From an optimization exercise on the open Yosys and OpenROAD flow, aimed at small area and few clock cycles per item; shortcuts taken in it are not production practice. Function was checked by simulation only, so behaviour that the tests miss may differ from the original. Power figures rest on the tool's default switching activity, not on a simulated workload.

### config.mk
export PLATFORM = sky130hd
export DESIGN_NAME = s_expression_tokenizer_core
export DESIGN_NICKNAME = s_expression_tokenizer_core
export VERILOG_FILES = /design/flow/design.v
export SDC_FILE = /design/flow/constraint.sdc
export NUM_CORES = 4
export LEC_CHECK = 0
export CAP_MARGIN = 20
export CORE_MARGIN = 2
export CORE_UTILIZATION = 40
export SLEW_MARGIN = 20
### constraint.sdc
create_clock -name core_clock -period 5.0 [get_ports {clk_i}]
set_input_delay 1.0000 -clock core_clock [delete_from_list [all_inputs] [get_ports {clk_i}]]
set_output_delay 1.0000 -clock core_clock [all_outputs]
set_load 0.01 [all_outputs]
### design.v
`timescale 1ns / 1ps
package sexl_pkg;
  localparam logic [1:0] OP_CHAR  = 2'd0;
  localparam logic [1:0] OP_FLUSH = 2'd1;
  localparam logic [1:0] OP_CLEAR = 2'd2;
  localparam logic [3:0] TOK_UINT   = 4'd0;
  localparam logic [3:0] TOK_INT    = 4'd1;
  localparam logic [3:0] TOK_FLOAT  = 4'd2;
  localparam logic [3:0] TOK_SYMBOL = 4'd3;
  localparam logic [3:0] TOK_STRING = 4'd4;
  localparam logic [3:0] TOK_LPAREN = 4'd5;
  localparam logic [3:0] TOK_RPAREN = 4'd6;
  localparam logic [3:0] TOK_LBRACK = 4'd7;
  localparam logic [3:0] TOK_RBRACK = 4'd8;
  localparam logic [3:0] TOK_QUOTE  = 4'd9;
  localparam logic KIND_TEXT   = 1'b0;
  localparam logic KIND_RECORD = 1'b1;
  localparam logic [2:0] NC_EMPTY = 3'd0;
  localparam logic [2:0] NC_SIGN  = 3'd1;
  localparam logic [2:0] NC_UDIG  = 3'd2;
  localparam logic [2:0] NC_DOT   = 3'd3;
  localparam logic [2:0] NC_FRAC  = 3'd4;
  localparam logic [2:0] NC_SYM   = 3'd5;
  localparam logic [2:0] NC_SDIG  = 3'd6;
  localparam logic [15:0] CH_NUL    = 16'h0000;
  localparam logic [15:0] CH_TAB    = 16'h0009;
  localparam logic [15:0] CH_NL     = 16'h000A;
  localparam logic [15:0] CH_SPACE  = 16'h0020;
  localparam logic [15:0] CH_DQUOTE = 16'h0022;
  localparam logic [15:0] CH_HASH   = 16'h0023;
  localparam logic [15:0] CH_SQUOTE = 16'h0027;
  localparam logic [15:0] CH_LPAREN = 16'h0028;
  localparam logic [15:0] CH_RPAREN = 16'h0029;
  localparam logic [15:0] CH_PLUS   = 16'h002B;
  localparam logic [15:0] CH_MINUS  = 16'h002D;
  localparam logic [15:0] CH_DOT    = 16'h002E;
  localparam logic [15:0] CH_ZERO   = 16'h0030;
  localparam logic [15:0] CH_NINE   = 16'h0039;
  localparam logic [15:0] CH_LBRACK = 16'h005B;
  localparam logic [15:0] CH_BSLASH = 16'h005C;
  localparam logic [15:0] CH_RBRACK = 16'h005D;
endpackage
`timescale 1ns / 1ps
import sexl_pkg::*;
module sexl_lexer
#(
  parameter bit DIRECT = 1'b0
) (
  input  logic        clk_i,
  input  logic        rst_ni,
  input  logic        item_v_i,
  input  logic [1:0]  op_i,
  input  logic [15:0] ch_i,
  output logic        item_take_o,
  output logic        item_ready_o,
  output logic        out_valid_o,
  input  logic        out_stall_i,
  output logic        kind_o,
  output logic [15:0] text_char_o,
  output logic [3:0]  token_type_o,
  output logic [19:0] line_number_o,
  output logic [15:0] column_o,
  output logic [15:0] length_o,
  output logic        last_o
);
  localparam logic [3:0] M_EMPTY = {1'b0, NC_EMPTY};
  localparam logic [3:0] M_CMT   = 4'b0111;
  localparam logic [3:0] M_STR   = 4'b1010;
  localparam logic [3:0] M_STRBS = 4'b1110;
  logic [19:0] line_q;
  logic [15:0] col_q;
  logic [15:0] len_q;
  logic [3:0]  mode_q;
  logic        word_ci_q;    
  logic in_str, in_cmt, normal_st, pend, bslash, word_hit;
  logic [2:0] nc;
  assign in_str    = mode_q[3] && mode_q[1] && !mode_q[0];
  assign pend      = mode_q[3] && !(mode_q[1] && !mode_q[0]);
  assign in_cmt    = (mode_q == M_CMT);
  assign normal_st = !mode_q[3] && !in_cmt;
  assign bslash    = mode_q[2];
  assign nc        = mode_q[2:0];
  assign word_hit  = normal_st && (nc != NC_EMPTY);
  logic is_char, is_flush, is_clear;
  logic c_nl, c_nul, c_dq, c_hash, c_bs, c_single, c_ws, c_digit, c_sign, c_dot, c_sep;
  logic [3:0] single_type;
  logic [2:0] single_sel;
  assign is_char  = (op_i == OP_CHAR);
  assign is_flush = (op_i == OP_FLUSH);
  assign is_clear = (op_i == OP_CLEAR);
  assign c_nl     = (ch_i == CH_NL);
  assign c_nul    = (ch_i == CH_NUL);
  assign c_dq     = (ch_i == CH_DQUOTE);
  assign c_hash   = (ch_i == CH_HASH);
  assign c_bs     = (ch_i == CH_BSLASH);
  assign c_single = (ch_i == CH_LPAREN) || (ch_i == CH_RPAREN) || (ch_i == CH_LBRACK) ||
                    (ch_i == CH_RBRACK) || (ch_i == CH_SQUOTE);
  assign c_ws     = c_nul || (ch_i == CH_TAB) || (ch_i == CH_SPACE);
  assign c_digit  = (ch_i >= CH_ZERO) && (ch_i <= CH_NINE);
  assign c_sign   = (ch_i == CH_PLUS) || (ch_i == CH_MINUS);
  assign c_dot    = (ch_i == CH_DOT);
  assign c_sep    = c_hash || c_dq || c_single || c_nl || c_ws;
  assign single_sel = pend ? mode_q[2:0] : ch_i[2:0];
  always_comb begin
    case (single_sel)
      CH_LPAREN[2:0]: single_type = TOK_LPAREN;
      CH_RPAREN[2:0]: single_type = TOK_RPAREN;
      CH_LBRACK[2:0]: single_type = TOK_LBRACK;
      CH_RBRACK[2:0]: single_type = TOK_RBRACK;
      default:        single_type = TOK_QUOTE;
    endcase
  end
  logic normal, str_end, r_text, r_word, r_str, r_single, r_any, two;
  assign normal   = is_char && normal_st;
  assign str_end  = c_dq && !bslash;
  assign r_text   = is_char && (in_str ? !str_end && !c_nl : normal_st && !c_sep);
  assign r_str    = is_char && in_str && str_end;
  assign r_word   = word_hit && (is_flush || (is_char && c_sep));
  assign r_single = normal && c_single && !word_hit;
  assign two      = word_hit && is_char && c_single;
  assign r_any    = r_text || r_str || r_word || r_single;
  logic take, pop;
  assign item_ready_o = !pend && !(r_any && out_stall_i);
  assign take         = item_v_i && item_ready_o;
  assign item_take_o  = take;
  assign pop          = pend && !out_stall_i;
  if (DIRECT) begin : g_direct
    assign out_valid_o = pend || (item_v_i && r_any && !out_stall_i);
  end else begin : g_queued
    assign out_valid_o = pend || (item_v_i && r_any);
  end
  function automatic logic [19:0] inc20(input logic [19:0] a, input logic ci);
    for (int i = 0; i < 20; i++) begin
      inc20[i] = a[i] ^ (ci & ((a | (20'hFFFFF << i)) == 20'hFFFFF));
    end
  endfunction
  function automatic logic [15:0] inc16(input logic [15:0] a, input logic ci);
    for (int i = 0; i < 16; i++) begin
      inc16[i] = a[i] ^ (ci & ((a | (16'hFFFF << i)) == 16'hFFFF));
    end
  endfunction
  function automatic logic [15:0] sub16(input logic [15:0] a, input logic [15:0] b,
                                        input logic ci);
    logic [15:0] p, g, pp, gg;
    p  = a ^ ~b;
    g  = a & ~b;
    pp = p;
    gg = g;
    gg[0] = g[0] | (p[0] & ci);
    for (int l = 1; l <= 4; l++) begin
      for (int j = (1 << l) - 1; j < 16; j += (1 << l)) begin
        gg[j] = gg[j] | (pp[j] & gg[j - (1 << (l - 1))]);
        pp[j] = pp[j] & pp[j - (1 << (l - 1))];
      end
    end
    for (int l = 3; l >= 1; l--) begin
      for (int j = (1 << l) + (1 << (l - 1)) - 1; j < 16; j += (1 << l)) begin
        gg[j] = gg[j] | (pp[j] & gg[j - (1 << (l - 1))]);
        pp[j] = pp[j] & pp[j - (1 << (l - 1))];
      end
    end
    sub16 = p ^ {gg[14:0], ci};
  endfunction
  logic [15:0] rec_col;
  logic [3:0]  word_type;
  assign rec_col = sub16(col_q, len_q, word_ci_q);
  always_comb begin
    case (nc)
      NC_UDIG: word_type = TOK_UINT;
      NC_SDIG: word_type = TOK_INT;
      NC_FRAC: word_type = TOK_FLOAT;
      default: word_type = TOK_SYMBOL;
    endcase
  end
  logic show_text;
  assign show_text = !pend && r_text;
  assign kind_o        = !show_text;
  assign text_char_o   = show_text ? ch_i : 16'd0;
  assign token_type_o  = (pend || r_single) ? single_type :
                         r_str ? TOK_STRING :
                         r_word ? word_type : 4'd0;
  assign line_number_o = show_text ? 20'd0 : line_q;
  assign column_o      = show_text ? 16'd0 : rec_col;
  assign length_o      = show_text ? 16'd0 : len_q;
  assign last_o        = pend || !two;
  logic [2:0] nc_next;
  always_comb begin
    case (nc)
      NC_EMPTY: nc_next = c_sign ? NC_SIGN : c_digit ? NC_UDIG : NC_SYM;
      NC_SIGN:  nc_next = c_digit ? NC_SDIG : NC_SYM;
      NC_UDIG, NC_SDIG: nc_next = c_digit ? nc : c_dot ? NC_DOT : NC_SYM;
      NC_DOT, NC_FRAC:  nc_next = c_digit ? NC_FRAC : NC_SYM;
      default: nc_next = NC_SYM;
    endcase
  end
  logic nl_ev, line_rst, line_step, col_rst, col_step, len_rst, len_step;
  assign nl_ev     = is_char && (c_nl || (in_cmt && c_nul));
  assign line_rst  = take && is_clear;
  assign line_step = take && nl_ev;
  assign col_rst   = take && (is_clear || nl_ev);
  assign col_step  = pop || (take && is_char && !in_cmt && !c_nl &&
                             (in_str || !(c_hash || two)));
  assign len_rst   = take && (is_flush || r_str || (normal && c_sep));
  assign len_step  = take && r_text;
  logic [19:0] line_d;
  logic [15:0] col_d, len_d;
  logic [3:0]  mode_d;
  assign line_d = line_rst ? 20'd1 : inc20(line_q, line_step);
  assign col_d  = col_rst ? 16'd1 : inc16(col_q, col_step);
  assign len_d  = len_rst ? 16'd0 : inc16(len_q, len_step);
  always_comb begin
    mode_d = mode_q;
    if (pend) begin
      if (pop) mode_d = M_EMPTY;
    end else if (take) begin
      if (is_flush) begin
        mode_d = M_EMPTY;
      end else if (is_char) begin
        if (in_cmt) begin
          if (c_nl || c_nul) mode_d = M_EMPTY;
        end else if (in_str) begin
          if (str_end) mode_d = M_EMPTY;
          else if (c_nl) mode_d = M_STR;
          else mode_d = c_bs ? M_STRBS : M_STR;
        end else if (c_hash) begin
          mode_d = M_CMT;
        end else if (c_dq) begin
          mode_d = M_STR;
        end else if (two) begin
          mode_d = {1'b1, ch_i[2:0]};
        end else if (c_sep) begin
          mode_d = M_EMPTY;
        end else begin
          mode_d = {1'b0, nc_next};
        end
      end
    end
  end
  always_ff @(posedge clk_i or negedge rst_ni) begin
    if (!rst_ni) begin
      line_q <= 20'd1;
      col_q  <= 16'd1;
      len_q  <= '0;
      mode_q <= M_EMPTY;
      word_ci_q <= 1'b1;
    end else begin
      line_q <= line_d;
      col_q  <= col_d;
      len_q  <= len_d;
      mode_q <= mode_d;
      word_ci_q <= !(mode_d[3] && mode_d[1] && !mode_d[0]);
    end
  end
endmodule
`timescale 1ns / 1ps
import sexl_pkg::*;
module sexl_rqueue
#(
  parameter int unsigned DEPTH = 0
) (
  input  logic        clk_i,
  input  logic        rst_ni,
  input  logic        in_valid_i,
  output logic        in_stall_o,
  input  logic [1:0]  op_i,
  input  logic [15:0] ch_i,
  output logic        item_v_o,
  output logic [1:0]  op_o,
  output logic [15:0] ch_o,
  input  logic        item_take_i,
  input  logic        item_ready_i
);
  if (DEPTH == 0) begin : g_pass
    assign item_v_o   = in_valid_i;
    assign op_o       = op_i;
    assign ch_o       = ch_i;
    assign in_stall_o = !item_ready_i;
  end else begin : g_fifo
    localparam int unsigned PTR_W = (DEPTH > 1) ? $clog2(DEPTH) : 1;
    localparam int unsigned CNT_W = $clog2(DEPTH + 1);
    logic [17:0]      mem_q [DEPTH];
    logic [PTR_W-1:0] wr_q, rd_q;
    logic [CNT_W-1:0] cnt_q;
    logic             full, push;
    assign full       = (cnt_q == CNT_W'(DEPTH));
    assign in_stall_o = full && !item_take_i;
    assign push       = in_valid_i && !in_stall_o;
    assign item_v_o   = (cnt_q != '0);
    assign {op_o, ch_o} = mem_q[rd_q];
    always_ff @(posedge clk_i) begin
      if (push) mem_q[wr_q] <= {op_i, ch_i};
    end
    always_ff @(posedge clk_i or negedge rst_ni) begin
      if (!rst_ni) begin
        wr_q  <= '0;
        rd_q  <= '0;
        cnt_q <= '0;
      end else begin
        if (push) wr_q <= (wr_q == PTR_W'(DEPTH - 1)) ? '0 : wr_q + PTR_W'(1);
        if (item_take_i) rd_q <= (rd_q == PTR_W'(DEPTH - 1)) ? '0 : rd_q + PTR_W'(1);
        cnt_q <= cnt_q + CNT_W'(push) - CNT_W'(item_take_i);
      end
    end
  end
endmodule
`timescale 1ns / 1ps
import sexl_pkg::*;
module s_expression_tokenizer_core
#(
  parameter int unsigned LINE_BITS   = 20,
  parameter int unsigned COLUMN_BITS = 16,
  parameter int unsigned QDEPTH      = 0
) (
  input  logic        clk_i,
  input  logic        rst_ni,
  input  logic        in_valid_i,
  output logic        in_stall_o,
  input  logic [1:0]  op_i,
  input  logic [15:0] ch_i,
  output logic        out_valid_o,
  input  logic        out_stall_i,
  output logic        kind_o,
  output logic [15:0] text_char_o,
  output logic [3:0]  token_type_o,
  output logic [19:0] line_number_o,
  output logic [15:0] column_o,
  output logic [15:0] length_o,
  output logic        last_o
);
  logic        item_v, item_take, item_ready;
  logic [1:0]  item_op;
  logic [15:0] item_ch;
  sexl_rqueue #(
    .DEPTH(QDEPTH)
  ) u_queue (
    .clk_i       (clk_i),
    .rst_ni      (rst_ni),
    .in_valid_i  (in_valid_i),
    .in_stall_o  (in_stall_o),
    .op_i        (op_i),
    .ch_i        (ch_i),
    .item_v_o    (item_v),
    .op_o        (item_op),
    .ch_o        (item_ch),
    .item_take_i (item_take),
    .item_ready_i(item_ready)
  );
  sexl_lexer #(
    .DIRECT(QDEPTH == 0)
  ) u_lexer (
    .clk_i        (clk_i),
    .rst_ni       (rst_ni),
    .item_v_i     (item_v),
    .op_i         (item_op),
    .ch_i         (item_ch),
    .item_take_o  (item_take),
    .item_ready_o (item_ready),
    .out_valid_o  (out_valid_o),
    .out_stall_i  (out_stall_i),
    .kind_o       (kind_o),
    .text_char_o  (text_char_o),
    .token_type_o (token_type_o),
    .line_number_o(line_number_o),
    .column_o     (column_o),
    .length_o     (length_o),
    .last_o       (last_o)
  );
endmodule
### flow/run.sh
#!/bin/bash
# The standard layout, with plain buf_1 cells as the port buffers and a
# smaller clock tree with no dummy loads.
set -euo pipefail
export BUFFER_PORTS_ARGS="-buffer_cell sky130_fd_sc_hd__buf_1"
export CTS_ARGS="-sink_clustering_enable -repair_clock_nets -dont_use_dummy_load -sink_clustering_size 30 -sink_clustering_max_diameter 100 -buf_list {sky130_fd_sc_hd__clkbuf_4 sky130_fd_sc_hd__clkbuf_8}"
bash standard.sh > standard_flow.log 2>&1
### standard.sh
#!/bin/bash
# synth_recipe.tcl (not shown) runs the flow's synth.tcl, then flattens the netlist and writes it again
# the make line also repeats each setting of config.mk as NAME=value (left out here)
make -C /OpenROAD-flow-scripts/flow DESIGN_CONFIG=/design/flow/config.mk WORK_HOME=/design/flow/orfs CLKGATE_MAP_FILE= SYNTH_SCRIPT=/design/flow/synth_recipe.tcl "${@:-finish}"
==> results of run 1 <==
==> sequential cells by signal, summed over array words and instances, names as in the netlist <==
register           flops
u_lexer.word_ci_q      1
u_lexer.col_q         16
u_lexer.len_q         16
u_lexer.mode_q         4
u_lexer.line_q        20
==> report_power, final <==
part	switching [mW]	internal (mW)	leakage (nW)	total, mW
sequential	0.0375	0.486	0.778	0.523
clock	0.165	0.160	0.0647	0.325
combinational	0.346	0.249	1.47	0.595
total	0.549	0.894	2.31	1.44
==> worst max-delay path by stage <==
stage | from | to | slack (ps) | depth (start not counted)
3_3_place_gp | u_lexer.len_q[0] | column_o[15] | 490 | 15
5_1_grt | u_lexer.col_q[0] | column_o[13] | -30 | 16
3_5_place_dp | u_lexer.len_q[0] | column_o[15] | 460 | 15
6_report | u_lexer.col_q[0] | column_o[15] | 260 | 16
4_1_cts | u_lexer.len_q[0] | column_o[15] | 90 | 15
2_1_floorplan | u_lexer.col_q[0] | column_o[15] | 750 | 15
==> worst reg2reg max path: cells and delay by family (launching register included) <==
kind	cells	cell delay, ps
buf+inv	2	690
simple gates	6	1620
flops	1	540
compound gates	2	520
==> routing by layer <==
layer	wire length, um	GRT usage
met5	0	0
met4	156	0.04797
met3	825	0.04231
met2	6341	0.3565
met1	6101	0.2962
==> timing repair <==
action | CTS | global route
endpoints found under the setup margin | 0 | 6
hold endpoints to repair | 0 | 0
hold buffers | 0 | 0
gates resized for setup | 0 | 5
==> synth_stat cells, drive strengths merged (3+ instances only) <==
master	number	area, um2
nor2	88	357.8
dfrtp	54	1351
o21ai	40	200.2
and2	36	225.2
nand2	35	131.4
xnor2	33	289.0
inv	30	112.6
and3	24	150.1
clkbuf	24	90.09
nor3	21	116.4
a21oi	20	103.9
mux2i	18	180.2
nand3	16	80.08
ha	15	187.7
nand4	14	87.58
o21bai	13	97.59
fa	9	180.2
a31oi	7	43.79
nand2b	7	43.79
nor2b	7	43.79
a21o	5	37.54
buf	5	41.28
nor4	5	31.28
or2	5	31.28
or3	5	32.53
nand4b	4	35.03
o31ai	4	30.03
or4	4	37.53
xor2	4	35.03
a211oi	3	22.52
dfstp	3	78.83
nor3b	3	22.52
o22ai	3	18.77
o41ai	3	26.28
==> final cells by class <==
class | instances | area share
clock buffers | 9 | 0.02265
multi-input cells | 476 | 0.5726
repair buffers | 112 | 0.08968
flip-flops and latches | 57 | 0.2617
well taps | 143 | 0.03272
inverters | 30 | 0.02059
==> metrics by stage <==
| step | setup TNS (ps) | util | instance area (um2) | worst slack (ps) | cells |
|---|---|---|---|---|---|
| after floorplan | 0 | - | 4783 | 751.2 | 592 |
| after CTS | 0 | 0.4708 | 5445 | 88.70 | 827 |
| after global placement | 0 | 0.4601 | 5321 | 490.1 | 818 |
| final | 0 | 0.4729 | 5469 | 258.4 | 827 |
| after detailed placement | 0 | 0.4601 | 5321 | 455.4 | 818 |
| after global routing | -88.10 | 0.4729 | 5469 | -32.20 | 827 |
==> cell families after synthesis <==
kind of cell | count (synthesis)
AO/OA/AOI/OAI | 113
multiplexers | 18
adder cells (fa/ha/maj) | 24
buffers and inverters | 59
XOR/XNOR | 37
flip-flops | 57
AND/OR/NAND/NOR | 284
==> summary.txt, run 1 <==
Timing
  – Max-slew violations: 0
  – Worst-Margin Slew: 915.4 ps
  – # setup viols final: 0
  – Worst slew margin: 0.3850
  – Fin Hold WS: 522.2 ps
  – Fin. Hold Viols: 0
  – Worst clock skew: 25.89 ps
  – Fin crit period: 4742 ps
  – Final period util: 0.9483
  – Max frequency: 210.9 MHz

Floorplanning
  – Die Span X: 113.4 um
  – Initial Utilization: 0.4136
  – Core ar.: 11560 um2
  – Die ar.: approximately 13000 um2
  – Die Ht: 113.4 um
  – I/O Pins: 98
  – Std-Cell Rows: 39

Clock network
  – H-tree depth: 3
  – Clock Latency Late Sink: around 360 ps
  – Total setup buffers inserted after CTS: 0
  – Clk slew on worst S/H paths: 60 ps
  – TritonCTS clock tree: yes
  – Clock tree buffer depth: 2
  – CTS Sinks: 57
  – CTS buffer count: 9
  – Clock root cell: clkbuf_8

Critical path
  – Worst R2R Start: u_lexer.mode_q[1]
  – Crit path kind: reg2out
  – FF-to-FF setup slack: around 1600 ps
  – Cell mode on critical path: fa_1
  – CP arrival: 3740 ps
  – CP delay by family, top: compound AO/OA/AOI/OAI gates
  – Crit Path Max Fanout: 5
  – Largest stage delay, worst path: 470 ps
  – Critical Path Sink Type: primary output
  – CP max-delay cell: fa_1
  – R2r worst-path depth: 10
  – Worst Path Required: 4000 ps
  – Reg2reg end: u_lexer.col_q[0]
  – Critical Path Start Type: flip-flop
  – Worst path cell trace: inv_1, fa_1, inv_1, fa_1, a21o_1, a21oi_2, o21bai_1, a31o_2, a211oi_2, nor2_1, nor4_2, o41ai_2, fa_1, xnor2_1, nor2_1, buf_1
  – CP bufs+invs: 3

Pwr
  – Peak VDD IR: 0.0002391 V
  – Total power: 1.443 mW
  – P per Cell Area: 263.8 nW/um2
  – Leak: approximately 2.3 nW

Synthesis
  – Avg Inst Size Synth: 8.080 um2
  – Mux cell area share after synthesis: 0.03767
  – Simple-Gate Fraction of Synth Area: 0.3183
  – Cell variety after synth: 63
  – Main combinational cell family by area after synthesis: simple AND/OR/NAND/NOR gates
  – Seq/Total Area, Yosys: 0.2990
  – Post-Syn Instances: 592
  – Adder-cell share of the synthesized area: 0.07690
  – Ys flop type: dfrtp_1
  – Cell Area, Synth: 4783 um2
  – Synth Area in Compound Gates: 0.1494
  – Mapped Nets: 638
  – #FFs+latches synth: between 50 and 60
  – Yosys warning count: 1
  – Post-synthesis xor/xnor area fraction: 0.06775
  – Async SR Flop Fraction: 1.000
  – EDFF count, synth: 0

Final layout
  – ANT cells: 0
  – Reg area: 1431 um2
  – Multi-input logic area: 3132 um2
  – Layout area overhead: 14.33%
  – Commonest non-fill, non-tap cell in the layout: buf_1
  – # fillers: about 1200
  – Commonest non-fill, non-tap cells in the layout: buf_1, nor2_1, dfrtp_1
  – Final net count: 732
  – Share of cells above drive strength 1: 0.08626

Drt
  – Final ANT Viol Nets: 0
  – WL per Instance: between 15 and 20 um
  – Iter 0 DRT Violations: 303
  – Routed WL: 13.42 mm
  – First-pass iteration count of the detailed router: 5
  – Drt drc: 0
  – Via-per-instance ratio: 5.609
  – Vias: 4639

Placed design
  – Port bufs: 97
  – Detailed Place HPWL: 10.18 mm
  – GP Congestion: 0.9783

Global route
  – GRT Total Usage: 0.2164
  – Gr ovfl total: 0
  – First-pass GRT wire length: 22.45 mm
  – Initial antenna violation count: 0
  – Vias in the first global route: about 4400
  – Largest net degree at the start of global routing: 58

Hold path
  – Hold depth: 1
  – Hold Startpoint: u_lexer.col_q[7]
  – Hold Path Class: reg2reg
  – WHS Endpoint: u_lexer.col_q[7]

Run status
  – Status: no timing/DRC/antenna violations

Flow run
  – Max_cap viols: 0
Testbench counts, summed over its fixed seeds: cycles 40,481, items 32,013.
==> run 2, diff against run 1 <==
--- a/flow/run.sh
+++ b/flow/run.sh
@@ -4,4 +4,5 @@
 set -euo pipefail
 export BUFFER_PORTS_ARGS="-buffer_cell sky130_fd_sc_hd__buf_1"
 export CTS_ARGS="-sink_clustering_enable -repair_clock_nets -dont_use_dummy_load -sink_clustering_size 30 -sink_clustering_max_diameter 100 -buf_list {sky130_fd_sc_hd__clkbuf_4 sky130_fd_sc_hd__clkbuf_8}"
+export RECOVER_POWER=100
 bash standard.sh > standard_flow.log 2>&1
==> run 2 against run 1 <==
Compared with the run above:
- die area unchanged
- now fails the layout checks on capacitance limit, slew limit
- sequential power about the same
- via count about the same
- final cell count is the same
- highest routed layer unchanged
- global-route usage unchanged
- sequential share of layout area is 0.22 points higher
- utilization down 0.40 points
- non-clock buffer count unchanged
==> summary.txt, run 2 <==
Critical path
  – Worst Path Required: 4000 ps (about the same)
  – CP max-delay cell: fa_1
  – Worst path cell trace: inv_1, fa_1, inv_1, fa_1, a21o_1, a21oi_2, o21bai_1, a31o_2, a211oi_2, nor2_1, nor4_2, o41ai_2, fa_1, xnor2_1, nor2_1, buf_1
  – Cell mode on critical path: fa_1
  – Critical Path Sink Type: primary output
  – Critical Path Start Type: flip-flop
  – Crit Path Max Fanout: 5 (unchanged)
  – CP arrival: 3740 ps (about the same)
  – Largest stage delay, worst path: 470 ps (about the same)
  – Crit path kind: reg2out

Pwr
  – Sw frac: 0.3820 (+0.001540)
  – Seq pwr share: 0.364 (about the same)
  – Peak VDD IR: 0.0002376 V (-0.64%)
  – Internal power: 0.8886 mW (-0.56%)
  – Net Sw Power: 0.5493 mW (about the same)
  – P per Cell Area: 265.2 nW/um2 (+0.53%)
  – Clock network fraction of total power: 0.226 (about the same)
  – Comb power frac: 0.410 (-0.002)
  – Leak: 2.277 nW (-1.4%)

Drt
  – Vias: 4643 (+0.086%)
  – Routed WL: 13.42 mm (about the same)
  – Iter 0 DRT Violations: 257 (-15%)
  – First-pass iteration count of the detailed router: 5 (unchanged)
  – Via-per-instance ratio: 5.614 (about the same)
  – Final ANT Viol Nets: 0 (unchanged)
  – WL per Instance: 16.23 um (about the same)
  – Drt drc: 0 (unchanged)

Synthesis
  – Ys flop type: dfrtp_1
  – Cell variety after synth: 63 (unchanged)
  – Yosys warning count: 1 (unchanged)
  – Cell Area, Synth: 4783 um2 (unchanged)
  – Post-Syn Instances: 592 (unchanged)
  – Synth top cells by count: nor2_1, dfrtp_1, o21ai_0
  – Avg Inst Size Synth: 8.080 um2 (unchanged)
  – Async SR Flop Fraction: 1.000 (unchanged)
  – Yosys top cell by area: dfrtp_1
  – Most numerous cell in the Yosys netlist: nor2_1
  – Seq/Total Area, Yosys: 0.2990 (unchanged)
  – Mapped Nets: 638 (unchanged)
  – Synth top area share: 0.2825 (unchanged)
  – Synth area leaders: dfrtp_1, nor2_1, xnor2_1
  – EDFF count, synth: 0 (unchanged)
  – #FFs+latches synth: 57 (unchanged)

Floorplanning
  – Die Span X: 113.4 um (unchanged)
  – Die ar.: 12850 um2 (unchanged)
  – I/O Pins: 98 (unchanged)
  – Core ar.: 11560 um2 (unchanged)
  – Std-Cell Rows: 39 (unchanged)
  – Initial Utilization: 0.4136 (unchanged)
  – Die Ht: 113.4 um (unchanged)

Final layout
  – Commonest non-fill, non-tap cells in the layout: buf_1, nor2_1, dfrtp_1
  – Layout area overhead: 13.37%
  – ANT cells: 0 (unchanged)
  – Multi-input logic area: 3118 um2 (-0.44%)
  – Max FFs per register: 20 (unchanged)
  – Top flop regs: u_lexer.line_q: 20 flops, u_lexer.col_q: 16 flops, u_lexer.len_q: 16 flops
  – Share of cells above drive strength 1: 0.07456 (-0.01170)
  – Commonest non-fill, non-tap cell in the layout: buf_1
  – Post-layout util: 0.4689 (-0.004003)
  – Reg area: 1431 um2 (unchanged)
  – Final net count: 732 (unchanged)
  – # fillers: 1168 (+1.1%)
  – Reg with most FFs: u_lexer.line_q

Timing
  – Setup TNS: 0 ps (unchanged)
  – Final period util: 0.9473 (-0.001039)
  – Worst slew margin: -1.079 (-1.464)
  – Worst-Margin Slew: 3118 ps (+2203 ps)
  – Max frequency: 211.1 MHz (+0.11%)
  – Fin crit period: 4736 ps (-5.193 ps)
  – Worst clock skew: 25.54 ps (-0.3494 ps)
  – Fin. Hold Viols: 0 (unchanged)
  – Max-slew violations: 58 (+58)
  – # setup viols final: 0 (unchanged)

Clock network
  – Post-CTS Hold Buffers: 0 (unchanged)
  – H-tree depth: 3 (unchanged)
  – Clk slew on worst S/H paths: 60 ps (about the same)
  – Total setup buffers inserted after CTS: 0 (unchanged)
  – CTS buffer count: 9 (unchanged)
  – Clock root cell: clkbuf_8
  – Clock tree buffer depth: 2 (unchanged)
  – TritonCTS clock tree: yes
  – Clock Latency Late Sink: 350 ps (about the same)
  – Cts repair resizes: 0 (unchanged)
  – CTS Sinks: 57 (unchanged)

Placed design
  – GP Congestion: 0.9783 (unchanged)
  – Port bufs: 97 (unchanged)
  – Detailed Place HPWL: 10.18 mm (unchanged)

Flow run
  – Max_cap viols: 1 (+1)

Global route
  – Vias in the first global route: 4422 (unchanged)
  – Gr ovfl total: 0 (unchanged)
  – Largest net degree at the start of global routing: 58 (unchanged)
  – GRT Total Usage: 0.2164 (unchanged)
  – First-pass GRT wire length: 22.45 mm (unchanged)
  – Initial antenna violation count: 0 (unchanged)

Run status
  – Violated Checks: capacitance limit, slew limit
  – Status: failed layout checks

Hold path
  – Hold Path Class: reg2reg
[run 2: cell types whose count changed in the layout (fill, tap and decap cells not counted), sizes merged]
cell / delta
buf: -10
clkbuf: +10
[run 2: cells by family (layout without fill, tap and decap cells)]
kind of cell    count (synthesis)  count (layout)  synth area share
simple gates                  284             284            0.3183
compound gates                113             113            0.1494
buf+inv                        59             151           0.05101
flops                          57              57            0.2990
xor+xnor                       37              37           0.06775
fa+ha+maj                      24              24           0.07690
mux                            18              18           0.03767
[run 2: per-layer routing]
layer | global-route usage | vias to the layer above | wire, um
li1 | - | 2248 | -
met1 | 0.2962 | 2229 | 6121
met2 | 0.3565 | 156 | 6343
met3 | 0.04231 | 10 | 797
met4 | 0.04797 | 0 | 156
met5 | 0 | - | 0
[run 2: worst max-delay path: cells and delay by family, from the launching register on]
kind | cells | cell delay, ps
adder cells (fa/ha/maj) | 3 | 1070
flip-flops | 1 | 390
buffers and inverters | 3 | 280
XOR/XNOR | 1 | 140
AND/OR/NAND/NOR | 3 | 380
AO/OA/AOI/OAI | 6 | 1140
[run 2: final timing paths]
path | startpoint | endpoint | slack, ps | cells past startpoint
max in group asynchronous | rst_ni | u_lexer.len_q[0] | 1210 | 2
worst min-delay path | u_lexer.col_q[7] | u_lexer.col_q[7] | 520 | 1
worst max register to register | u_lexer.mode_q[1] | u_lexer.col_q[0] | 1280 | 10
worst min register to register | u_lexer.col_q[7] | u_lexer.col_q[7] | 520 | 1
min in group asynchronous | rst_ni | u_lexer.line_q[14] | 1780 | 2
worst max-delay path | u_lexer.col_q[0] | column_o[15] | 260 | 16
[run 2: power groups by stage]
stage	combinational, mW	clock [mW]	sequential (mW)
4_1_cts	0.584	0.333	0.522
2_1_floorplan	0.404	0	0.511
6_report	0.590	0.325	0.523
3_3_place_gp	0.568	0	0.529
5_1_grt	0.666	0.351	0.529
3_5_place_dp	0.577	0	0.530
[run 2: final cells by class]
type,instances,area share
Tap cell,143,0.03300
Clock buffer,9,0.02284
Timing Repair Buffer,112,0.08445
Inverter,30,0.02077
Sequential cell,57,0.2640
Multi-Input combinational cell,476,0.5750
[run 2: through the flow]
| stage | hold WS, ps | power, mW | instance area [um2] | setup WS (ps) | cells |
|---|---|---|---|---|---|
| after floorplan | 457.8 | 0.9153 | 4783 | 751.2 | 592 |
| after global placement | 511.7 | 1.097 | 5321 | 490.1 | 818 |
| after detailed placement | 515.1 | 1.108 | 5321 | 455.4 | 818 |
| after CTS | 523.0 | 1.440 | 5445 | 88.70 | 827 |
| after global routing | 550.6 | 1.545 | 5423 | -32.20 | 827 |
| final | 522.7 | 1.438 | 5423 | 263.6 | 827 |
==> run 3, diff against run 2 <==
--- a/config.mk
+++ b/config.mk
@@ -7,5 +7,5 @@
 export LEC_CHECK = 0
 export CAP_MARGIN = 20
 export CORE_MARGIN = 2
-export CORE_UTILIZATION = 40
+export CORE_UTILIZATION = 65
 export SLEW_MARGIN = 20
==> run 3 against run 2 <==
Compared with the run above:
- still fails the layout checks on capacitance limit, slew limit
- utilization rose by 28 points
- maximum frequency fell by 0.44%
- clock-buffer cell count did not move
- clock skew rose by 12 ps
- global-route usage rose by 10 points
- critical path type is now in2out
- largest cell class unchanged
==> summary.txt, run 3 <==
Timing
  – Worst-Margin Slew: 3121 ps (+2.464 ps)
  – Final period util: 0.9515 (+0.004212)
  – Fin. Hold Viols: 0 (unchanged)
  – Setup ws final: 242.5 ps (-21.06 ps)
  – Worst clock skew: 37.78 ps (+12.24 ps)
  – Fin crit period: 4757 ps (+21.06 ps)
  – Max-slew violations: 58 (unchanged)
  – Max frequency: 210.2 MHz (-0.44%)
  – # setup viols final: 0 (unchanged)
  – Worst slew margin: -1.080 (-0.001640)

Global route
  – Largest net degree at the start of global routing: 58 (unchanged)
  – First-pass GRT wire length: 21.27 mm (-5.3%)
  – GRT Total Usage: 0.3179 (+0.1014)
  – Vias in the first global route: 4375 (-1.1%)
  – Gr ovfl total: 0 (unchanged)
  – Initial antenna violation count: 0 (unchanged)

Final layout
  – Final net count: 730 (-0.27%)
  – Reg with most FFs: u_lexer.line_q
  – Share of cells above drive strength 1: 0.06891 (-0.005646)
  – Post-layout util: 0.7451 (+0.2762)
  – Commonest non-fill, non-tap cells in the layout: buf_1, nor2_1, dfrtp_1
  – # fillers: 591 (-49%)
  – Max FFs per register: 20 (unchanged)
  – Top flop regs: u_lexer.line_q: 20 flops, u_lexer.col_q: 16 flops, u_lexer.len_q: 16 flops
  – Layout area overhead: 11.77%
  – Commonest non-fill, non-tap cell in the layout: buf_1
  – Fin area: 5346 um2 (-1.4%)
  – ANT cells: 0 (unchanged)

Synthesis
  – Ys flop type: dfrtp_1
  – Avg Inst Size Synth: 8.080 um2 (unchanged)
  – Most numerous cell in the Yosys netlist: nor2_1
  – Synth top cells by count: nor2_1, dfrtp_1, o21ai_0
  – Simple-Gate Fraction of Synth Area: 0.3183 (unchanged)
  – Synth Area in Compound Gates: 0.1494 (unchanged)
  – EDFF count, synth: 0 (unchanged)
  – Main combinational cell family by area after synthesis: simple AND/OR/NAND/NOR gates
  – Mux cell area share after synthesis: 0.03767 (unchanged)
  – Cell variety after synth: 63 (unchanged)
  – Async SR Flop Fraction: 1.000 (unchanged)
  – Seq/Total Area, Yosys: 0.2990 (unchanged)
  – Yosys top cell by area: dfrtp_1
  – Post-Syn Instances: 592 (unchanged)
  – Synth top area share: 0.2825 (unchanged)
  – #FFs+latches synth: 57 (unchanged)
  – Adder-cell share of the synthesized area: 0.07690 (unchanged)
  – Cell Area, Synth: 4783 um2 (unchanged)
  – Mapped Nets: 638 (unchanged)
  – Post-synthesis xor/xnor area fraction: 0.06775 (unchanged)
  – Synth area leaders: dfrtp_1, nor2_1, xnor2_1
  – Yosys warning count: 1 (unchanged)

Placed design
  – Detailed Place HPWL: 9.286 mm (-8.8%)
  – Dpl ws: 456.5 ps (+1.084 ps)
  – Port bufs: 97 (unchanged)
  – GP Congestion: 0.9861 (+0.80%)
  – Placed instance area: 5251 um2 (-1.3%)

Floorplanning
  – Core ar.: 7176 um2 (-38%)
  – Std-Cell Rows: 31 (-21%)
  – Die Span X: 89.79 um (-21%)
  – Die ar.: 8061 um2 (-37%)
  – Initial Utilization: 0.6666 (+0.2530)
  – I/O Pins: 98 (unchanged)
  – Die Ht: 89.79 um (-21%)

Drt
  – Final ANT Viol Nets: 0 (unchanged)
  – Routed WL: 12.56 mm (-6.4%)
  – WL per Instance: 16.08 um (-0.92%)
  – Drt drc: 0 (unchanged)
  – Iter 0 DRT Violations: 400 (+56%)
  – Vias: 4700 (+1.2%)
  – First-pass iteration count of the detailed router: 5 (unchanged)
  – Via-per-instance ratio: 6.018 (+7.2%)

Run status
  – Status: failed layout checks
  – Violated Checks: capacitance limit, slew limit

Critical path
  – Crit path kind: in2out
  – Worst Path Required: 4000 ps (about the same)
  – Critical Path Sink Type: primary output
  – Critical Path Start Type: input pin
  – Crit Path Max Fanout: 31 (+26)
  – CP arrival: 3760 ps (+20 ps)

Pwr
  – P per Cell Area: 266.6 nW/um2 (+0.55%)
  – Leak: 2.253 nW (-1.1%)
  – Peak VDD IR: 0.0003333 V (+40%)

Clock network
  – Clk slew on worst S/H paths: 50 ps (about the same)
  – CTS buffer count: 9 (unchanged)
  – Clock tree buffer depth: 2 (unchanged)
  – Clock Latency Late Sink: 340 ps (about the same)
  – Clock root cell: clkbuf_8
  – TritonCTS clock tree: yes
  – H-tree depth: 3 (unchanged)
  – Total setup buffers inserted after CTS: 0 (unchanged)
  – CTS Sinks: 57 (unchanged)
  – Post-CTS Hold Buffers: 0 (unchanged)

Hold path
  – Hold Path Class: reg2reg

Flow run
  – Max_cap viols: 1 (unchanged)
## run 3: cell counts after synthesis
No cell type changed its count.
## run 3: path summary, 6_finish.rpt
path | slack, ps | cells past startpoint | to | from
max in group asynchronous | 1190 | 2 | u_lexer.len_q[0] | rst_ni
min | 490 | 1 | u_lexer.col_q[15] | u_lexer.col_q[15]
max | 240 | 10 | column_o[12] | ch_i[2]
max reg2reg | 1390 | 10 | u_lexer.col_q[0] | u_lexer.mode_q[1]
min reg2reg | 490 | 1 | u_lexer.col_q[15] | u_lexer.col_q[15]
min in group asynchronous | 1790 | 2 | u_lexer.line_q[13] | rst_ni
## run 3: final cells by class
type,count,area [um2],area share
Tap cell,99,123.9,0.02317
Timing Repair Buffer,110,444.2,0.08308
Inverter,30,112.6,0.02106
Clock buffer,9,123.9,0.02317
Sequential cell,57,1431,0.2677
Multi-Input combinational cell,476,3110,0.5818
## run 3: kinds of logic (layout without fill, tap and decap cells)
group / count (synthesis) / count (layout)
simple gates: 284 / 284
mux: 18 / 18
buf+inv: 59 / 149
compound gates: 113 / 113
xor+xnor: 37 / 37
fa+ha+maj: 24 / 24
flops: 57 / 57
## run 3: critical path, stage by stage
cell,delay [ps]
clkbuf_1,230
or4_1,650
or4b_1,580
a21oi_1,230
or3_2,170
nor2_1,50
inv_1,130
clkbuf_4,350
and2_0,200
buf_1,160
## run 3: timing repair
| action | CTS | global route |
|---|---|---|
| hold endpoints to repair | 0 | 0 |
| endpoints found under the setup margin | 0 | 5 |
| resized for setup | 0 | 4 |
## run 3: metrics by stage
stage	total power [mW]	hold slack (ps)	cells	setup TNS [ps]
4_1_cts	1.416	497.1	781	0
5_1_grt	1.523	521.2	781	-10.92
3_3_place_gp	1.074	483.9	772	0
2_1_floorplan	0.9153	457.8	592	0
6_report	1.425	493.3	781	0
3_5_place_dp	1.090	489.1	772	0
## run 3: where the power goes
part / switching (mW) / internal, mW
clock network: 0.161 / 0.160
registers: 0.0372 / 0.486
logic: 0.341 / 0.241
## run 3: per-layer routing
metal / track usage / part of all wire / vias up
met3: 0.04526 / 0.074 / 23
met5: 0 / 0 / -
met4: 0.09615 / 0.019 / 0
met2: 0.5126 / 0.48 / 217
li1: - / - / 2240
met1: 0.4492 / 0.43 / 2220
==> run 4, diff against run 3 <==
==> flow/run.sh (replaced) <==
#!/bin/bash
# The standard layout, with plain buf_1 cells as the port buffers and no
# dummy loads in the clock tree.
set -euo pipefail
export BUFFER_PORTS_ARGS="-buffer_cell sky130_fd_sc_hd__buf_1"
export CTS_ARGS="-sink_clustering_enable -repair_clock_nets -dont_use_dummy_load"
bash standard.sh > standard_flow.log 2>&1
--- a/config.mk
+++ b/config.mk
@@ -7,5 +7,5 @@
 export LEC_CHECK = 0
 export CAP_MARGIN = 20
 export CORE_MARGIN = 2
-export CORE_UTILIZATION = 65
+export CORE_UTILIZATION = 40
 export SLEW_MARGIN = 20
==> run 4 against run 3 <==
Compared with the run above:
- the run now finishes clean
- utilization down 26 points
- first-iteration DRC count down 32%
- total power up 13%
- sequential cell count unchanged
- sequential power about the same
- hold slack better by 29 ps
- die area up 59%
- global-route usage down 10 points
- maximum frequency up 1.1%
- combinational power up 2%
==> summary.txt, run 4 <==
Final layout
  – Post-layout util: 0.4817 (-0.2634)
  – ANT cells: 0 (unchanged)
  – Commonest non-fill, non-tap cell in the layout: buf_1
  – Reg with most FFs: u_lexer.line_q
  – Commonest non-fill, non-tap cells in the layout: buf_1, nor2_1, dfrtp_1
  – Share of cells above drive strength 1: 0.08626 (+0.01734)
  – Cell Count, Final, Fillers Out: 827 (+5.9%)
  – Top flop regs: u_lexer.line_q: 20 flops, u_lexer.col_q: 16 flops, u_lexer.len_q: 16 flops
  – Final net count: 732 (+0.27%)
  – Fin area: 5570 um2 (+4.2%)
  – Layout area overhead: 16.45%
  – Max FFs per register: 20 (unchanged)

Placed design
  – Port bufs: 97 (unchanged)
  – Dpl ws: 455.4 ps (-1.084 ps)
  – Placed instance area: 5321 um2 (+1.3%)
  – GP Congestion: 0.9783 (-0.79%)
  – Detailed Place HPWL: 10.18 mm (+9.6%)
  – Placed cells: 818 (+6.0%)

Global route
  – Vias in the first global route: 4434 (+1.3%)
  – Initial antenna violation count: 0 (unchanged)
  – First-pass GRT wire length: 22.49 mm (+5.7%)
  – GRT Total Usage: 0.2180 (-0.09984)
  – Gr ovfl total: 0 (unchanged)
  – Largest net degree at the start of global routing: 58 (unchanged)

Timing
  – Fin crit period: 4707 ps (-50.13 ps)
  – Setup TNS: 0 ps (unchanged)
  – Max-slew violations: 0 (-100%)
  – Worst clock skew: 17.71 ps (-20.07 ps)
  – Worst slew margin: 0.4049 (+1.485)
  – Worst-Margin Slew: 885.8 ps (-2235 ps)
  – Fin Hold WS: 522.1 ps (+28.70 ps)
  – Fin. Hold Viols: 0 (unchanged)
  – Final period util: 0.9415 (-0.01003)
  – # setup viols final: 0 (unchanged)
  – Setup ws final: 292.6 ps (+50.12 ps)
  – Max frequency: 212.4 MHz (+1.1%)

Synthesis
  – Cell variety after synth: 63 (unchanged)
  – Mapped Nets: 638 (unchanged)
  – Post-Syn Instances: 592 (unchanged)
  – Most numerous cell in the Yosys netlist: nor2_1
  – Cell Area, Synth: 4783 um2 (unchanged)
  – Yosys top cell by area: dfrtp_1
  – Synth top cells by count: nor2_1, dfrtp_1, o21ai_0
  – EDFF count, synth: 0 (unchanged)
  – Avg Inst Size Synth: 8.080 um2 (unchanged)
  – #FFs+latches synth: 57 (unchanged)
  – Synth top area share: 0.2825 (unchanged)
  – Ys flop type: dfrtp_1
  – Seq/Total Area, Yosys: 0.2990 (unchanged)
  – Async SR Flop Fraction: 1.000 (unchanged)
  – Synth area leaders: dfrtp_1, nor2_1, xnor2_1
  – Yosys warning count: 1 (unchanged)

Pwr
  – Comb power frac: 0.368 (-0.040)
  – Seq pwr share: 0.325 (-0.042)
  – P per Cell Area: 289.8 nW/um2 (+8.7%)
  – Internal power: 1.047 mW (+18%)
  – Peak VDD IR: 0.0002415 V (-28%)
  – Total power: 1.614 mW (+13%)
  – Sw frac: 0.3512 (-0.02705)
  – Net Sw Power: 0.5671 mW (+5.2%)
  – Leak: 2.356 nW (+4.6%)
  – Clock network fraction of total power: 0.307 (+0.082)

Drt
  – Vias: 4670 (-0.64%)
  – Final ANT Viol Nets: 0 (unchanged)
  – Drt drc: 0 (unchanged)
  – Iter 0 DRT Violations: 274 (-32%)
  – WL per Instance: 16.23 um (+0.96%)
  – Via-per-instance ratio: 5.647 (-6.2%)
  – Routed WL: 13.42 mm (+6.9%)
  – First-pass iteration count of the detailed router: 4 (-1)

Clock network
  – TritonCTS clock tree: yes
  – Clk slew on worst S/H paths: 40 ps (about the same)
  – Clock root cell: clkbuf_16
  – Post-CTS Hold Buffers: 0 (unchanged)
  – CTS buffer count: 9 (unchanged)
  – Clock Latency Late Sink: 340 ps (about the same)
  – Clock tree buffer depth: 2 (unchanged)
  – H-tree depth: 3 (unchanged)
  – CTS Sinks: 57 (unchanged)

Critical path
  – Worst Path Required: 4000 ps (about the same)
  – CP startpoint: u_lexer.col_q[0]
  – Crit Path Max Fanout: 5 (-84%)
  – Critical Path Sink Type: primary output
  – CP arrival: 3710 ps (-50 ps)
  – Critical Path Start Type: flip-flop
  – FF-to-FF setup slack: 1540 ps (+150 ps)
  – Crit path kind: reg2out
  – Worst R2R Start: u_lexer.mode_q[1]

Hold path
  – Hold Startpoint: u_lexer.col_q[7]
  – Hold Path Class: reg2reg

Floorplanning
  – I/O Pins: 98 (unchanged)
  – Std-Cell Rows: 39 (+26%)
  – Die Ht: 113.4 um (+26%)
  – Core ar.: 11560 um2 (+61%)
  – Die Span X: 113.4 um (+26%)
  – Initial Utilization: 0.4136 (-0.2530)
  – Die ar.: 12850 um2 (+59%)

Run status
  – Status: no timing/DRC/antenna violations

Flow run
  – Max_cap viols: 0 (-1)
## run 4: repair_timing
action	in CTS	in global routing
gates resized for setup	0	5
endpoints found under the setup margin	0	6
setup buffers	0	0
## run 4: critical path, cell delays in order, from the launching register on
cell and delay, ps:
dfstp_2 380, inv_1 80, fa_1 160, inv_1 50, fa_1 470, a21o_1 210, a21oi_2 190, o21bai_1 110
a31o_2 270, a211oi_2 210, nor2_1 90, nor4_2 210, o41ai_2 150, fa_1 440, xnor2_1 140, nor2_1 80
buf_1 150
## run 4: final timing paths
kind	endpoint	depth (start not counted)
max	column_o[15]	16
min	u_lexer.col_q[7]	1
max reg2reg	u_lexer.col_q[0]	10
min reg2reg	u_lexer.col_q[7]	1
max in group asynchronous	u_lexer.len_q[0]	2
min in group asynchronous	u_lexer.mode_q[2]	2
## run 4: kinds of logic (layout without fill, tap and decap cells)
group,Yosys count,in the layout,synth area share
adder cells (fa/ha/maj),24,24,0.07690
multiplexers,18,18,0.03767
AO/OA/AOI/OAI,113,113,0.1494
flip-flops,57,57,0.2990
XOR/XNOR,37,37,0.06775
AND/OR/NAND/NOR,284,284,0.3183
buffers and inverters,59,151,0.05101
## run 4: layout make-up
type | instances | area, um2
clock buffers | 9 | 225.2
multi-input cells | 476 | 3132
well taps | 143 | 178.9
fillers | 1142 | 5995
inverters | 30 | 112.6
repair buffers | 112 | 490.5
flip-flops and latches | 57 | 1431
## run 4: power groups by stage
stage | clock, mW | sequential, mW | combinational, mW
floorplan | 0 | 0.511 | 0.404
global placement | 0 | 0.529 | 0.568
detailed placement | 0 | 0.530 | 0.577
CTS | 0.511 | 0.523 | 0.584
global route | 0.531 | 0.529 | 0.672
finish | 0.495 | 0.525 | 0.595
## run 4: per-layer routing
layer,track usage,routed length [um],vias up
met5,0,0,-
met4,0.05772,181,0
met3,0.04392,769,15
met2,0.3561,6342,166
met1,0.2962,6129,2241
li1,-,-,2248
==> run 5, diff against run 4 <==
==> flow/run.sh (replaced) <==
#!/bin/bash
# The standard layout with three changes:
#  - synthesis maps with an area-oriented ABC script (&nf with delay relaxed) (flow/abc_area_map.script
#    in place of ORFS's abc_speed.script; nothing else in synthesis changes)
#  - plain buf_1 cells as the port buffers
#  - a clock tree of clkbuf_4/clkbuf_8 cells with no dummy loads
set -euo pipefail
here=$(pwd)
rm -rf "$here/orfs_scripts"
cp -r "$FLOW_HOME/scripts" "$here/orfs_scripts"
cp "$here/flow/abc_area_map.script" "$here/orfs_scripts/abc_speed.script"
export SCRIPTS_DIR="$here/orfs_scripts"
export BUFFER_PORTS_ARGS="-buffer_cell sky130_fd_sc_hd__buf_1"
export CTS_ARGS="-sink_clustering_enable -repair_clock_nets -dont_use_dummy_load -sink_clustering_size 30 -sink_clustering_max_diameter 100 -buf_list {sky130_fd_sc_hd__clkbuf_4 sky130_fd_sc_hd__clkbuf_8}"
bash standard.sh > standard_flow.log 2>&1
==> flow/abc_area_map.script (new file) <==
&get -n
&st
&dch
&nf -R 1000
&put
topo
stime -c
==> run 5 against run 4 <==
Compared with the run above:
- die area down 17%
- global-route usage down 1.6 points
- clock skew up 10 ps
- highest routed layer unchanged
- cell area down 11%
- sequential share of layout area up 3.0 points
- sequential power up 1%
- via count down 16%
- clock-buffer cell count unchanged
- critical path type unchanged
- hold slack worse by 13 ps
==> summary.txt, run 5 <==
Run status
  – Status: no timing/DRC/antenna violations

Pwr
  – P per Cell Area: 303.8 nW/um2 (+4.8%)
  – Clock network fraction of total power: 0.212 (-0.095)
  – Comb power frac: 0.438 (+0.070)
  – Seq pwr share: 0.351 (+0.026)
  – Leak: 2.049 nW (-13%)
  – Total power: 1.512 mW (-6.3%)
  – Sw frac: 0.3770 (+0.02574)
  – Net Sw Power: 0.5700 mW (+0.52%)
  – Internal power: 0.9421 mW (-10%)
  – Peak VDD IR: 0.0001970 V (-18%)

Final layout
  – Max FFs per register: 20 (unchanged)
  – Cell Count, Final, Fillers Out: 752 (-9.1%)
  – Post-layout util: 0.5140 (+0.03229)
  – Share of cells above drive strength 1: 0.1179 (+0.03167)
  – ANT cells: 0 (unchanged)
  – Commonest non-fill, non-tap cell in the layout: buf_1
  – Reg with most FFs: u_lexer.line_q
  – Top flop regs: u_lexer.line_q: 20 flops, u_lexer.col_q: 16 flops, u_lexer.len_q: 16 flops
  – Final net count: 667 (-8.9%)
  – Layout area overhead: 26.17%
  – Commonest non-fill, non-tap cells in the layout: buf_1, nor2_1, dfrtp_1

Hold path
  – Hold Path Class: reg2reg

Synthesis
  – Most numerous cell in the Yosys netlist: nor2_1
  – Yosys warning count: 1 (unchanged)
  – Synth area leaders: dfrtp_1, and2_0, nor2_1
  – Synth top cells by count: nor2_1, dfrtp_1, and2_0
  – Ys flop type: dfrtp_1
  – EDFF count, synth: 0 (unchanged)
  – Async SR Flop Fraction: 1.000 (unchanged)
  – Cell variety after synth: 42 (-33%)
  – Post-Syn Instances: 485 (-18%)
  – Cell Area, Synth: 3945 um2 (-18%)
  – Yosys top cell by area: dfrtp_1
  – #FFs+latches synth: 57 (unchanged)
  – Synth top area share: 0.3425 (+0.06003)
  – Seq/Total Area, Yosys: 0.3625 (+0.06353)
  – Avg Inst Size Synth: 8.134 um2 (+0.67%)
  – Mapped Nets: 531 (-17%)

Timing
  – Worst clock skew: 28.19 ps (+10.48 ps)
  – Worst slew margin: 0.5281 (+0.1231)
  – Max-slew violations: 0 (unchanged)
  – Worst-Margin Slew: 707.9 ps (-177.9 ps)
  – Setup ws final: 265.5 ps (-27.18 ps)
  – Max frequency: 211.2 MHz (-0.57%)
  – Setup TNS: 0 ps (unchanged)
  – RSZ-0062 raised after global routing: no
  – # setup viols final: 0 (unchanged)
  – Fin crit period: 4735 ps (+27.18 ps)
  – Fin. Hold Viols: 0 (unchanged)
  – Final period util: 0.9469 (+0.005436)

Drt
  – WL per Instance: 13.89 um (-14%)
  – Routed WL: 10.45 mm (-22%)
  – Via-per-instance ratio: 5.230 (-7.4%)
  – First-pass iteration count of the detailed router: 4 (unchanged)
  – Iter 0 DRT Violations: 161 (-41%)
  – Drt drc: 0 (unchanged)
  – Vias: 3933 (-16%)
  – Final ANT Viol Nets: 0 (unchanged)

Clock network
  – TritonCTS clock tree: yes
  – Clock Latency Late Sink: 340 ps (about the same)
  – Clk slew on worst S/H paths: 70 ps (+30 ps)
  – H-tree depth: 3 (unchanged)
  – CTS Sinks: 57 (unchanged)
  – Post-CTS Hold Buffers: 0 (unchanged)
  – Clock root cell: clkbuf_8
  – Clock tree buffer depth: 2 (unchanged)
  – Total setup buffers inserted after CTS: 0 (unchanged)
  – CTS buffer count: 9 (unchanged)

Floorplanning
  – Die Span X: 103.3 um (-8.9%)
  – Initial Utilization: 0.4074 (-0.006246)
  – I/O Pins: 98 (unchanged)
  – Std-Cell Rows: 36 (-7.7%)
  – Core ar.: 9684 um2 (-16%)
  – Die ar.: 10670 um2 (-17%)
  – Die Ht: 103.3 um (-8.9%)

Placed design
  – GP Congestion: 0.9932 (+1.5%)
  – Placed cells: 743 (-9.2%)
  – Dpl ws: 4.584 ps (-450.8 ps)
  – Detailed Place HPWL: 7.879 mm (-23%)
  – Port bufs: 97 (unchanged)

Global route
  – Gr ovfl total: 0 (unchanged)
  – Largest net degree at the start of global routing: 58 (unchanged)
  – GRT Total Usage: 0.2018 (-0.01625)
  – Initial antenna violation count: 0 (unchanged)
  – First-pass GRT wire length: 16.81 mm (-25%)
  – Vias in the first global route: 3483 (-21%)

Critical path
  – Critical Path Start Type: flip-flop
  – Worst Path Required: 4000 ps (about the same)
  – Critical Path Sink Type: primary output
  – CP arrival: 3730 ps (+20 ps)
  – Crit Path Max Fanout: 2 (-3)
  – FF-to-FF setup slack: 790 ps (-750 ps)
  – Crit path kind: reg2out

Flow run
  – Max_cap viols: 0 (unchanged)
-- run 5: cell count changes in the layout (fill, tap and decap cells not counted), moves of 11 or more --
| cell | delta |
|---|---|
| a21oi_1 | +14 |
| and2_0 | +48 |
| and2_1 | -36 |
| and3_1 | -13 |
| buf_4 | +13 |
| clkinv_1 | +23 |
| inv_1 | -30 |
| mux2i_1 | -17 |
| nor2_2 | -11 |
| nor3_1 | +20 |
| o21ai_0 | -18 |
| o21bai_1 | -12 |
| xnor2_1 | -23 |
-- run 5: critical path: stages (launching register included) --
cell and delay (ps):
dfstp_2 380, clkinv_1 60, fa_1 160, clkinv_1 90, fa_2 430, a21o_1 220
a21oi_4 170, o21ai_2 110, a21o_1 200, a21oi_2 170, o21ai_1 110, nand3_1 90
nand2_1 100, nand3_1 100, nand2_1 80, fa_1 430, xnor2_1 190, xnor2_1 130
nor2_1 50, clkbuf_2 130
-- run 5: final timing paths --
path | from | to | depth (start not counted)
setup / recovery | u_lexer.word_ci_q | column_o[15] | 19
hold / removal | u_lexer.line_q[19] | u_lexer.line_q[19] | 1
setup reg to reg | u_lexer.mode_q[3] | u_lexer.len_q[15] | 17
hold reg to reg | u_lexer.line_q[19] | u_lexer.line_q[19] | 1
max in group asynchronous | rst_ni | u_lexer.len_q[0] | 2
min in group asynchronous | rst_ni | u_lexer.line_q[5] | 2
-- run 5: logic make-up (layout without fill, tap and decap cells) --
family | after synthesis | in the layout | synth area share
and+or+nand+nor | 275 | 275 | 0.3539
xor gates and xnor gates | 12 | 12 | 0.02664
buffers and inverters | 25 | 159 | 0.02379
DFF | 57 | 57 | 0.3625
adders and majority gates | 24 | 24 | 0.09324
AOI/OAI and AO/OA | 91 | 91 | 0.1373
muxes | 1 | 1 | 0.002537
-- run 5: cell type report --
cell class              count  area [um2]
inverters                  25       102.6
well taps                 133       166.4
fillers                   943        4707
clock buffers               9       123.9
flip-flops and latches     57        1430
multi-input cells         403        2574
repair buffers            125       580.6
-- run 5: through the flow --
step           hold slack (ps)  instance area [um2]
2_1_floorplan            439.5                 4081
3_3_place_gp             485.0                 4823
3_5_place_dp             501.9                 4823
4_1_cts                  511.4                 4955
5_1_grt                  543.5                 4977
6_report                 509.5                 4977
-- run 5: power groups by stage --
stage | logic (mW) | clock network [mW] | registers (mW)
after CTS | 0.656 | 0.329 | 0.529
after detailed placement | 0.641 | 0 | 0.537
final | 0.662 | 0.320 | 0.530
after global routing | 0.760 | 0.349 | 0.534
after floorplan | 0.418 | 0 | 0.532
after global placement | 0.627 | 0 | 0.537
-- run 5: routing by layer --
| metal | track usage | routed length [um] | vias up | part of all wire |
|---|---|---|---|---|
| li1 | - | - | 2008 | - |
| met2 | 0.3202 | 4789 | 101 | 0.46 |
| met5 | 0 | 0 | - | 0 |
| met1 | 0.2850 | 5084 | 1815 | 0.49 |
| met4 | 0.05061 | 74 | 0 | 0.0071 |
| met3 | 0.03965 | 500 | 9 | 0.048 |
-- run 5: repair_timing --
action / 4_1_cts / 5_1_grt
resized for setup: 3 / 7
endpoints found under the setup margin: 2 / 27
pin swaps: 0 / 1
==> run 6, diff against run 5 <==
--- a/flow/run.sh
+++ b/flow/run.sh
@@ -1,6 +1,6 @@
 #!/bin/bash
 # The standard layout with three changes:
-#  - synthesis maps with an area-oriented ABC script (&nf with delay relaxed) (flow/abc_area_map.script
+#  - synthesis maps with an area-only ABC script (flow/abc_area_map.script
 #    in place of ORFS's abc_speed.script; nothing else in synthesis changes)
 #  - plain buf_1 cells as the port buffers
 #  - a clock tree of clkbuf_4/clkbuf_8 cells with no dummy loads
==> flow/abc_area_map.script (replaced) <==
strash
dch
map -a
topo
stime -c
--- a/config.mk
+++ b/config.mk
@@ -8,4 +8,5 @@
 export CAP_MARGIN = 20
 export CORE_MARGIN = 2
 export CORE_UTILIZATION = 40
+export GPL_TIMING_DRIVEN = 0
 export SLEW_MARGIN = 20
==> run 6 against run 5 <==
Compared with the run above:
- non-clock buffer count fell by 23
- total power fell by 1.3%
- sequential power fell by 2%
- clock skew is 7.3 ps lower
- first-iteration DRC count grew 43%
- highest routed layer unchanged
- still clean
- clock-buffer cell count did not move
- clock power barely moved
- combinational power down 2%
- critical path depth down 2
- largest cell class unchanged
- critical endpoint unchanged
- routed wire length increased by 1.7%
==> summary.txt, run 6 <==
Run status
  – Status: no timing/DRC/antenna violations

Synthesis
  – Synth top area share: 0.3300 (-0.01256)
  – Cell variety after synth: 28 (-33%)
  – Ys flop type: dfrtp_1
  – #FFs+latches synth: 57 (unchanged)
  – Seq/Total Area, Yosys: 0.3492 (-0.01329)
  – Yosys top cell by area: dfrtp_1
  – Mapped Nets: 652 (+23%)
  – Synth top cells by count: nor2_1, clkinv_1, dfrtp_1
  – Synth area leaders: dfrtp_1, nor2_1, clkinv_1
  – Most numerous cell in the Yosys netlist: nor2_1
  – Yosys warning count: 1 (unchanged)
  – Avg Inst Size Synth: 6.758 um2 (-17%)
  – Async SR Flop Fraction: 1.000 (unchanged)
  – Post-Syn Instances: 606 (+25%)
  – Cell Area, Synth: 4095 um2 (+3.8%)
  – EDFF count, synth: 0 (unchanged)

Drt
  – Via-per-instance ratio: 4.984 (-4.7%)
  – Vias: 4241 (+7.8%)
  – Routed WL: 10.63 mm (+1.7%)
  – First-pass iteration count of the detailed router: 4 (unchanged)
  – Drt drc: 0 (unchanged)
  – Final ANT Viol Nets: 0 (unchanged)
  – Iter 0 DRT Violations: 231 (+43%)
  – WL per Instance: 12.49 um (-10%)

Timing
  – Fin crit period: 4735 ps (+0.5940 ps)
  – Final period util: 0.9470 (about the same)
  – Max frequency: 211.2 MHz (about the same)
  – # setup viols final: 0 (unchanged)
  – RSZ-0062 raised after global routing: yes
  – Fin. Hold Viols: 0 (unchanged)
  – Worst-Margin Slew: 864.1 ps (+156.2 ps)
  – Worst clock skew: 20.92 ps (-7.272 ps)
  – Worst slew margin: 0.4218 (-0.1063)
  – Max-slew violations: 0 (unchanged)

Clock network
  – CTS buffer count: 9 (unchanged)
  – TritonCTS clock tree: yes
  – H-tree depth: 3 (unchanged)
  – Post-CTS Hold Buffers: 0 (unchanged)
  – CTS Sinks: 57 (unchanged)
  – Clock root cell: clkbuf_8
  – Clk slew on worst S/H paths: 70 ps (about the same)
  – Clock tree buffer depth: 2 (unchanged)
  – Clock Latency Late Sink: 340 ps (about the same)

Floorplanning
  – I/O Pins: 98 (unchanged)
  – Core ar.: 9864 um2 (+1.9%)
  – Initial Utilization: 0.4151 (+0.007780)
  – Die ar.: 11060 um2 (+3.7%)
  – Std-Cell Rows: 36 (unchanged)
  – Die Ht: 105.2 um (+1.8%)
  – Die Span X: 105.2 um (+1.8%)

Final layout
  – Reg with most FFs: u_lexer.line_q
  – Commonest non-fill, non-tap cell in the layout: nor2_1
  – Fin area: 4935 um2 (-0.85%)
  – Final net count: 766 (+15%)
  – Layout area overhead: 20.50%
  – # fillers: 1031 (+9.3%)
  – Cell Count, Final, Fillers Out: 851 (+13%)
  – Share of cells above drive strength 1: 0.06546 (-0.05247)
  – Top flop regs: u_lexer.line_q: 20 flops, u_lexer.col_q: 16 flops, u_lexer.len_q: 16 flops
  – Max FFs per register: 20 (unchanged)
  – ANT cells: 0 (unchanged)
  – Commonest non-fill, non-tap cells in the layout: nor2_1, clkinv_1, buf_1

Placed design
  – GP Congestion: 0.8903 (-10%)
  – Placed instance area: 4688 um2 (-2.8%)
  – Detailed Place HPWL: 8.075 mm (+2.5%)
  – Placed cells: 839 (+13%)
  – Port bufs: 97 (unchanged)

Flow run
  – Max_cap viols: 0 (unchanged)

Global route
  – Initial antenna violation count: 0 (unchanged)
  – Gr ovfl total: 0 (unchanged)
  – First-pass GRT wire length: 17.25 mm (+2.6%)
  – GRT Total Usage: 0.1897 (-0.01206)
  – Largest net degree at the start of global routing: 53 (-8.6%)
  – Vias in the first global route: 3727 (+7.0%)

Critical path
  – CP max-delay cell: fa_1
  – Crit Path Max Fanout: 5 (+3)
  – Critical Path Sink Type: primary output
  – Worst path cell trace: clkinv_1, fa_1, clkinv_1, fa_2, a21o_2, a21oi_4, o21ai_2, a21o_2, a21oi_4, o21ai_2, a31oi_2, o21ai_1, fa_1, xnor2_1, xor2_1, nor2_1, buf_1
  – Crit path kind: reg2out
  – Largest stage delay, worst path: 440 ps (about the same)
  – Critical Path Start Type: flip-flop
  – Worst Path Required: 4000 ps (about the same)
  – CP arrival: 3740 ps (about the same)

Pwr
  – Leak: 1.972 nW (-3.8%)
  – Total power: 1.492 mW (-1.3%)
  – Peak VDD IR: 0.0001600 V (-19%)
  – P per Cell Area: 302.4 nW/um2 (-0.45%)

Hold path
  – Hold Path Class: reg2reg
==> run 6: cell type report <==
| class | count | area [um2] | share of cell area |
|---|---|---|---|
| clock buffers | 9 | 123.9 | 0.02510 |
| repair buffers | 102 | 436.7 | 0.08849 |
| multi-input cells | 431 | 2328 | 0.4719 |
| well taps | 133 | 166.4 | 0.03372 |
| flip-flops and latches | 57 | 1430 | 0.2898 |
| inverters | 119 | 449.2 | 0.09102 |
==> run 6: per-stage QoR <==
stage	TNS (ps)	hold WS, ps	utilization	setup slack [ps]
floorplan	0	442.7	-	148.3
global placement	-82610	463.5	0.4689	-1074
detailed placement	-30260	475.1	0.4753	-965.4
CTS	0	484.3	0.4926	15.89
global route	-156.6	508.1	0.5003	-72.35
finish	0	479.0	0.5003	264.9
==> run 6: final timing paths <==
check	from	end	slack (ps)	cells past startpoint
hold reg to reg	u_lexer.len_q[15]	u_lexer.len_q[15]	480	1
hold / removal	u_lexer.len_q[15]	u_lexer.len_q[15]	480	1
min in group asynchronous	rst_ni	u_lexer.len_q[10]	540	1
setup / recovery	u_lexer.col_q[0]	column_o[15]	260	17
setup reg to reg	u_lexer.mode_q[1]	u_lexer.len_q[15]	710	22
max in group asynchronous	rst_ni	u_lexer.line_q[0]	3730	3
==> run 6: what timing repair did <==
item / CTS / global route
gates cloned: 0 / 1
pin swaps: 1 / 1
gates resized for setup: 12 / 16
setup buffers: 1 / 1
endpoints found under the setup margin: 62 / 74
==> run 6: kinds of logic after synthesis <==
family	synth area share
fa+ha+maj	0.08983
compound gates	0.1030
buf+inv	0.1091
flops	0.3492
xor+xnor	0.02353
simple gates	0.3254
==> run 6: per-layer routing <==
metal | global-route usage | share of wire | vias up
li1 | - | - | 2175
met3 | 0.04180 | 0.067 | 13
met5 | 0 | 0 | -
met4 | 0.04762 | 0.011 | 0
met2 | 0.2926 | 0.45 | 130
met1 | 0.2695 | 0.47 | 1923
==> run 6: worst max-delay path: cells and delay by family, from the launching register on <==
| kind | cells | cell delay, ps |
|---|---|---|
| buffers and inverters | 3 | 290 |
| and+or+nand+nor | 1 | 60 |
| xor gates and xnor gates | 2 | 380 |
| adders and majority gates | 3 | 1020 |
| DFF | 1 | 400 |
| AOI/OAI and AO/OA | 8 | 1250 |
==> run 6: where the power goes <==
part / switching (mW) / internal, mW / leakage, nW / total, mW
registers: 0.0322 / 0.488 / 0.779 / 0.520
clock network: 0.162 / 0.159 / 0.0647 / 0.321
logic: 0.374 / 0.277 / 1.13 / 0.651

afterwards: timing with drivers on the ports:
How much do the figures lean on ideal ports? The routed layouts below were timed once more, with nothing changed but the port constraints. Step 1, drivers: a clkbuf_16 drives clk_i and a buf_2 each remaining input, both assumed. Step 2 adds t to the input delays and takes it off the output delays; t is the mean of the earliest and latest rising clock arrival at the registers after step 1. Input paths then give back, and output paths get back, about the clock's delay inside the block. a / b / c = ideal ports / drivers / drivers and shift; a / b = the first two.
run | t (ns) | slack for setup (ns) | worst setup path after step 2 | latest minus earliest clock arrival (ns) | worst slew at a driven data input, ns
run 1 | 0.373 | 0.258 / 0.228 / 0.406 | input to output | 0.026 / 0.026 | 0.03
run 2 | 0.372 | 0.264 / 0.233 / 0.181 | input to register | 0.025 / 0.026 | 0.03
run 3 | 0.353 | 0.243 / 0.217 / 0.027 | input to register | 0.038 / 0.038 | 0.04
run 4 | 0.363 | 0.293 / 0.256 / 0.423 | input to output | 0.018 / 0.018 | 0.03
run 5 | 0.358 | 0.265 / 0.235 / -0.033 | input to register | 0.028 / 0.029 | 0.03
run 6 | 0.367 | 0.265 / 0.232 / 0.065 | input to register | 0.021 / 0.022 | 0.03
With both steps, setup timing fails in run 5, where it was met with ideal ports. The setup slack of run 5, which loses most, moves by -0.030 ns with the drivers and by -0.298 ns with both steps.
